Context: an optimization exercise on an open-source flow, tuned for a short achievable clock period and few clock cycles per item. The choices shown serve that exercise and are no tape-out recipe. RTL that was checked went through simulation tests only; none was proved equivalent to the original. Power and IR drop assume default switching activity.

==> build 50 <==
## rv_mini
module rv_mini (
    input  logic        clk,
    input  logic        rst_n,
    output logic [31:0] wb_adr,
    output logic [31:0] wb_dat_w,
    output logic [3:0]  wb_sel,
    output logic        wb_we,
    output logic        wb_cyc,
    output logic        wb_stb,
    input  logic [31:0] wb_dat_r,
    input  logic        wb_ack,
    output logic        retire_valid,
    output logic [31:0] retire_pc,
    output logic [4:0]  retire_rd,
    output logic        retire_reg_wen,
    output logic [31:0] retire_data,
    output logic        halted
);
Settings: LEC_CHECK=0, ABC_CLOCK_PERIOD_IN_PS=3000, CAP_MARGIN=20, CORE_MARGIN=2, CORE_UTILIZATION=40, PLACE_DENSITY=0.6, SETUP_SLACK_MARGIN=5, SLEW_MARGIN=20; clock period 10.0 ns.
standard.sh (not shown) runs the stock make flow with config.mk's settings and CLKGATE_MAP_FILE= SYNTH_SCRIPT=/design/flow/synth_recipe.tcl, a recipe that flattens the netlist after the stock synthesis.
==> flow/flow/run.sh <==
#!/bin/bash
# The standard layout (the standard.sh: standard synthesis, floorplan,
# place, CTS, route, finish) with timing repair asked to keep a larger setup
# margin, so that it keeps optimising below the 10 ns clock. Constraints and
# clock are the design's; only the repair target changes.
set -euo pipefail
bash standard.sh SETUP_SLACK_MARGIN=7.2 finish > standard_flow.log 2>&1
==> trial 16: changes against build 50 <==
--- a/flow/design.v
+++ b/flow/design.v
@@ -234,18 +234,17 @@
     logic                  e_add, e_lui, e_jalr, e_lw, e_lbu, e_sw, e_sb, e_ebreak;
     logic                  e_wen;
     logic                  e_use1, e_use2;
     rv_mini_pkg::reg_idx_t e_rd, e_rs1, e_rs2;
     rv_mini_pkg::word_t    e_opa, e_addb, e_ops;
     rv_mini_pkg::addr_t    nrp;
     logic                  w_we;
     rv_mini_pkg::reg_idx_t w_rd;
-    logic                  w_isld, w_isj;
-    rv_mini_pkg::word_t    w_ld, w_alu, w_link, w_data;
+    rv_mini_pkg::word_t    w_data;
     logic                  ro_valid;
     rv_mini_pkg::addr_t    ro_pc;
     rv_mini_pkg::reg_idx_t ro_rd;
     logic                  ro_wen;
     rv_mini_pkg::word_t    ro_data;
     logic                  halt_q;
     logic ack, free, f_cur, ld_ack;
     assign free   = !(b_fetch || b_load || b_store) || wb_ack;
@@ -289,21 +288,19 @@
         .use_rs1   (d_use1),
         .use_rs2   (d_use2),
         .rd        (d_rd),
         .rs1       (d_rs1),
         .rs2       (d_rs2),
         .imm       (d_imm)
     );
     rv_mini_pkg::word_t rf_a, rf_b;
-    logic rf_rst_n;
-    always_ff @(posedge clk) rf_rst_n <= rst_n;
     rv_mini_regfile i_rf (
         .clk    (clk),
-        .rst_n  (rf_rst_n),
+        .rst_n  (rst_n),
         .raddr1 (d_rs1),
         .raddr2 (d_rs2),
         .rdata1 (rf_a),
         .rdata2 (rf_b),
         .wen    (w_we),
         .waddr  (w_rd),
         .wdata  (w_data)
     );
@@ -359,32 +356,29 @@
     assign ack_stop = f_cur && wb_ack &&
                       (((wb_dat_r[6:0] == rv_mini_pkg::OP_JALR) && (wb_dat_r[14:12] == 3'b000)) ||
                        (wb_dat_r[6:0] == 7'b1110011));
     assign fetch_ok = f_space && !stop_fetch && !ack_stop;
     rv_mini_pkg::addr_t b_adr4, nfa, j_tgt;
     assign b_adr4 = b_adr + 32'd4;
     assign nfa    = f_cur ? b_adr4 : fpc;
     assign j_tgt  = {x_sum[31:1], 1'b0};
-    rv_mini_pkg::addr_t x_adr;
-    assign x_adr = {x_sum[31:2], x_sum[1] && e_jalr, 1'b0};
     always_ff @(posedge clk) begin
         if (!rst_n) begin
             fpc <= RESET_PC;
         end else if (e_jgo) begin
             fpc <= j_tgt;
         end else if (f_cur) begin
             fpc <= b_adr4;
         end
     end
     always_ff @(posedge clk) begin
         if (!rst_n) begin
             b_cyc   <= 1'b1;            
             b_adr   <= RESET_PC;
-            b_dat   <= '0;
             b_sel   <= 4'b1111;
             b_we    <= 1'b0;
             b_fetch <= 1'b1;
             b_disc  <= 1'b0;
             b_load  <= 1'b0;
             b_store <= 1'b0;
         end else if (free) begin
             if (q_v) begin
@@ -398,31 +392,31 @@
                 b_load  <= q_load;
                 b_store <= q_store;
                 b_rd    <= q_rd;
                 b_wen   <= q_wen;
                 b_lbu   <= q_lbu;
                 b_off   <= q_off;
             end else if (e_memgo) begin
                 b_cyc   <= 1'b1;
-                b_adr   <= x_adr;
+                b_adr   <= {x_sum[31:2], 2'b00};
                 b_dat   <= x_dat;
                 b_sel   <= x_sel;
                 b_we    <= e_st;
                 b_fetch <= 1'b0;
                 b_disc  <= 1'b0;
                 b_load  <= e_ld;
                 b_store <= e_st;
                 b_rd    <= e_rd;
                 b_wen   <= e_wen;
                 b_lbu   <= e_lbu;
                 b_off   <= x_sum[1:0];
             end else if (e_jgo || fetch_ok) begin
                 b_cyc   <= 1'b1;
-                b_adr   <= e_jgo ? x_adr : nfa;
+                b_adr   <= e_jgo ? j_tgt : nfa;
                 b_sel   <= 4'b1111;
                 b_we    <= 1'b0;
                 b_fetch <= 1'b1;
                 b_disc  <= 1'b0;
                 b_load  <= 1'b0;
                 b_store <= 1'b0;
             end else begin
                 b_cyc   <= 1'b0;
@@ -474,34 +468,19 @@
     );
     logic fe1, fe2, fl1, fl2, hl1, hl2;
     assign fe1 = e_alu && e_wen && (e_rd == d_rs1);
     assign fe2 = e_alu && e_wen && (e_rd == d_rs2);
     assign fl1 = ld_ack && b_wen && (b_rd == d_rs1);
     assign fl2 = ld_ack && b_wen && (b_rd == d_rs2);
     assign hl1 = ld_ack && b_wen && (b_rd == e_rs1);
     assign hl2 = ld_ack && b_wen && (b_rd == e_rs2);
-    rv_mini_pkg::word_t d_a, d_b, n_opa, n_addb, n_ops;
-    logic               s_opa, s_addb, s_ops;
-    assign d_a = (fe1 && e_jalr) ? link : fl1 ? ld_val : rf_a;
-    assign d_b = (fe2 && e_jalr) ? link : fl2 ? ld_val : rf_b;
-    always_comb begin
-        if (d_go) begin
-            n_opa  = d_lui ? 32'd0 : d_a;
-            n_addb = d_add ? d_b : d_imm;
-            n_ops  = d_b;
-        end else begin
-            n_opa  = (hl1 && e_use1) ? ld_val : e_opa;
-            n_addb = (hl2 && e_add) ? ld_val : e_addb;
-            n_ops  = hl2 ? ld_val : e_ops;
-        end
-    end
-    assign s_opa  = d_go && !d_lui && fe1 && !e_jalr;
-    assign s_addb = d_go && d_add && fe2 && !e_jalr;
-    assign s_ops  = d_go && fe2 && !e_jalr;
+    rv_mini_pkg::word_t d_a, d_b;
+    assign d_a = fe1 ? x_res : fl1 ? ld_val : rf_a;
+    assign d_b = fe2 ? x_res : fl2 ? ld_val : rf_b;
     always_ff @(posedge clk) begin
         if (!rst_n) begin
             e_v <= 1'b0;
         end else if (d_go) begin
             e_v <= 1'b1;
         end else if (e_go) begin
             e_v <= 1'b0;
         end
@@ -517,45 +496,49 @@
             e_sb     <= d_sb;
             e_ebreak <= d_ebreak;
             e_wen    <= d_wen;
             e_use1   <= d_use1;
             e_use2   <= d_use2;
             e_rd     <= d_rd;
             e_rs1    <= d_rs1;
             e_rs2    <= d_rs2;
+            e_opa    <= d_lui ? 32'd0 : d_a;
+            e_addb   <= d_add ? d_b : d_imm;
+            e_ops    <= d_b;
+        end else begin
+            if (hl1 && e_use1)  e_opa  <= ld_val;
+            if (hl2 && e_add)   e_addb <= ld_val;
+            if (hl2)            e_ops  <= ld_val;
         end
-        e_opa  <= s_opa  ? x_sum : n_opa;
-        e_addb <= s_addb ? x_sum : n_addb;
-        e_ops  <= s_ops  ? x_sum : n_ops;
     end
     always_ff @(posedge clk) begin
         if (!rst_n) begin
             w_we     <= 1'b0;
             ro_valid <= 1'b0;
             halt_q   <= 1'b0;
             nrp      <= RESET_PC;
         end else begin
             w_we     <= (ld_ack && b_wen) || (e_alu && e_wen);
             ro_valid <= ld_ack || e_alu;
             if (e_alu && e_ebreak) halt_q <= 1'b1;
             if (ld_ack || e_alu) nrp <= (e_alu && e_jalr) ? j_tgt : link;
         end
-        w_rd   <= b_load ? b_rd : e_rd;
-        w_isld <= b_load;
-        w_isj  <= e_jalr;
-        w_ld   <= ld_val;
-        w_alu  <= x_sum;
-        w_link <= link;
+        if (b_load) begin
+            w_rd   <= b_rd;
+            w_data <= ld_val;
+        end else if (e_alu) begin
+            w_rd   <= e_rd;
+            w_data <= x_res;
+        end
         ro_pc   <= nrp;
         ro_rd   <= b_load ? b_rd : e_rd;
         ro_wen  <= b_load ? b_wen : e_wen;
-        ro_data <= (b_load || e_jalr) ? (b_load ? ld_val : link) : x_sum;
+        ro_data <= b_load ? ld_val : x_res;
     end
-    assign w_data = w_isld ? w_ld : w_isj ? w_link : w_alu;
     assign retire_valid   = ro_valid;
     assign retire_pc      = ro_pc;
     assign retire_rd      = ro_rd;
     assign retire_reg_wen = ro_wen;
     assign retire_data    = ro_data;
     assign halted         = halt_q;
 endmodule
 `default_nettype wire
==> flow/flow/run.sh (replaced) <==
#!/bin/bash
# The standard layout (the standard.sh: standard synthesis, floorplan,
# place, CTS, route, finish) with timing repair asked to keep a larger setup
# margin, so that it keeps optimising below the 10 ns clock. Constraints and
# clock are the design's; only the repair target changes.
set -euo pipefail
bash standard.sh SETUP_SLACK_MARGIN=6.6 finish > standard_flow.log 2>&1
==> summary of the runs <==
- Of build 50 and trial 16, build 50 has the higher first-iteration DRC count (gap about 19%, measured against trial 16).
- Of build 50 and trial 16, trial 16 has the higher register-to-register slack (gap 0.13 ns).
- Against build 50, the total power of trial 16 is lower by about 10%.
- Between trial 16 and build 50, the lower non-clock buffer count is in trial 16 (gap 416).
- Clock power: build 50 is larger than trial 16 (about 4.5%).
- Against build 50, the clock-buffer cell count of trial 16 is lower by 14.
Testbench counts of build 50, summed over its fixed seeds: cycles 59,858, insts 21,500.
No functional check of the RTL was part of trial 16.

==> separate check: timing with driven ports <==
How much do the figures lean on ideal ports? The routed layouts below were timed once more, with nothing changed but the port constraints. Step 1 assumes that a clkbuf_16 drives the clock port and a buf_2 every other input. Step 2 also shifts input and output timing later by t, the mid clock arrival at the registers, as if the neighbouring blocks saw the same clock. Slacks: no drivers / after step 1 / after step 2; pairs: no drivers / after step 1.
run	shift t [ns]	setup slack, ns	hold WS [ns]	worst data-port slew with drivers (ns)	cell pins on the clock port's net
build 50	0.916	6.347 / 6.347 / 5.535	0.371 / 0.371 / 0.371	0.10	1
trial 16	0.929	6.479 / 6.479 / 5.615	0.404 / 0.404 / 0.404	0.08	1
After both steps every run listed still meets setup and hold. For trial 16, which loses most, drivers alone change the setup slack by 0.000 ns; drivers and shift together by -0.864 ns.
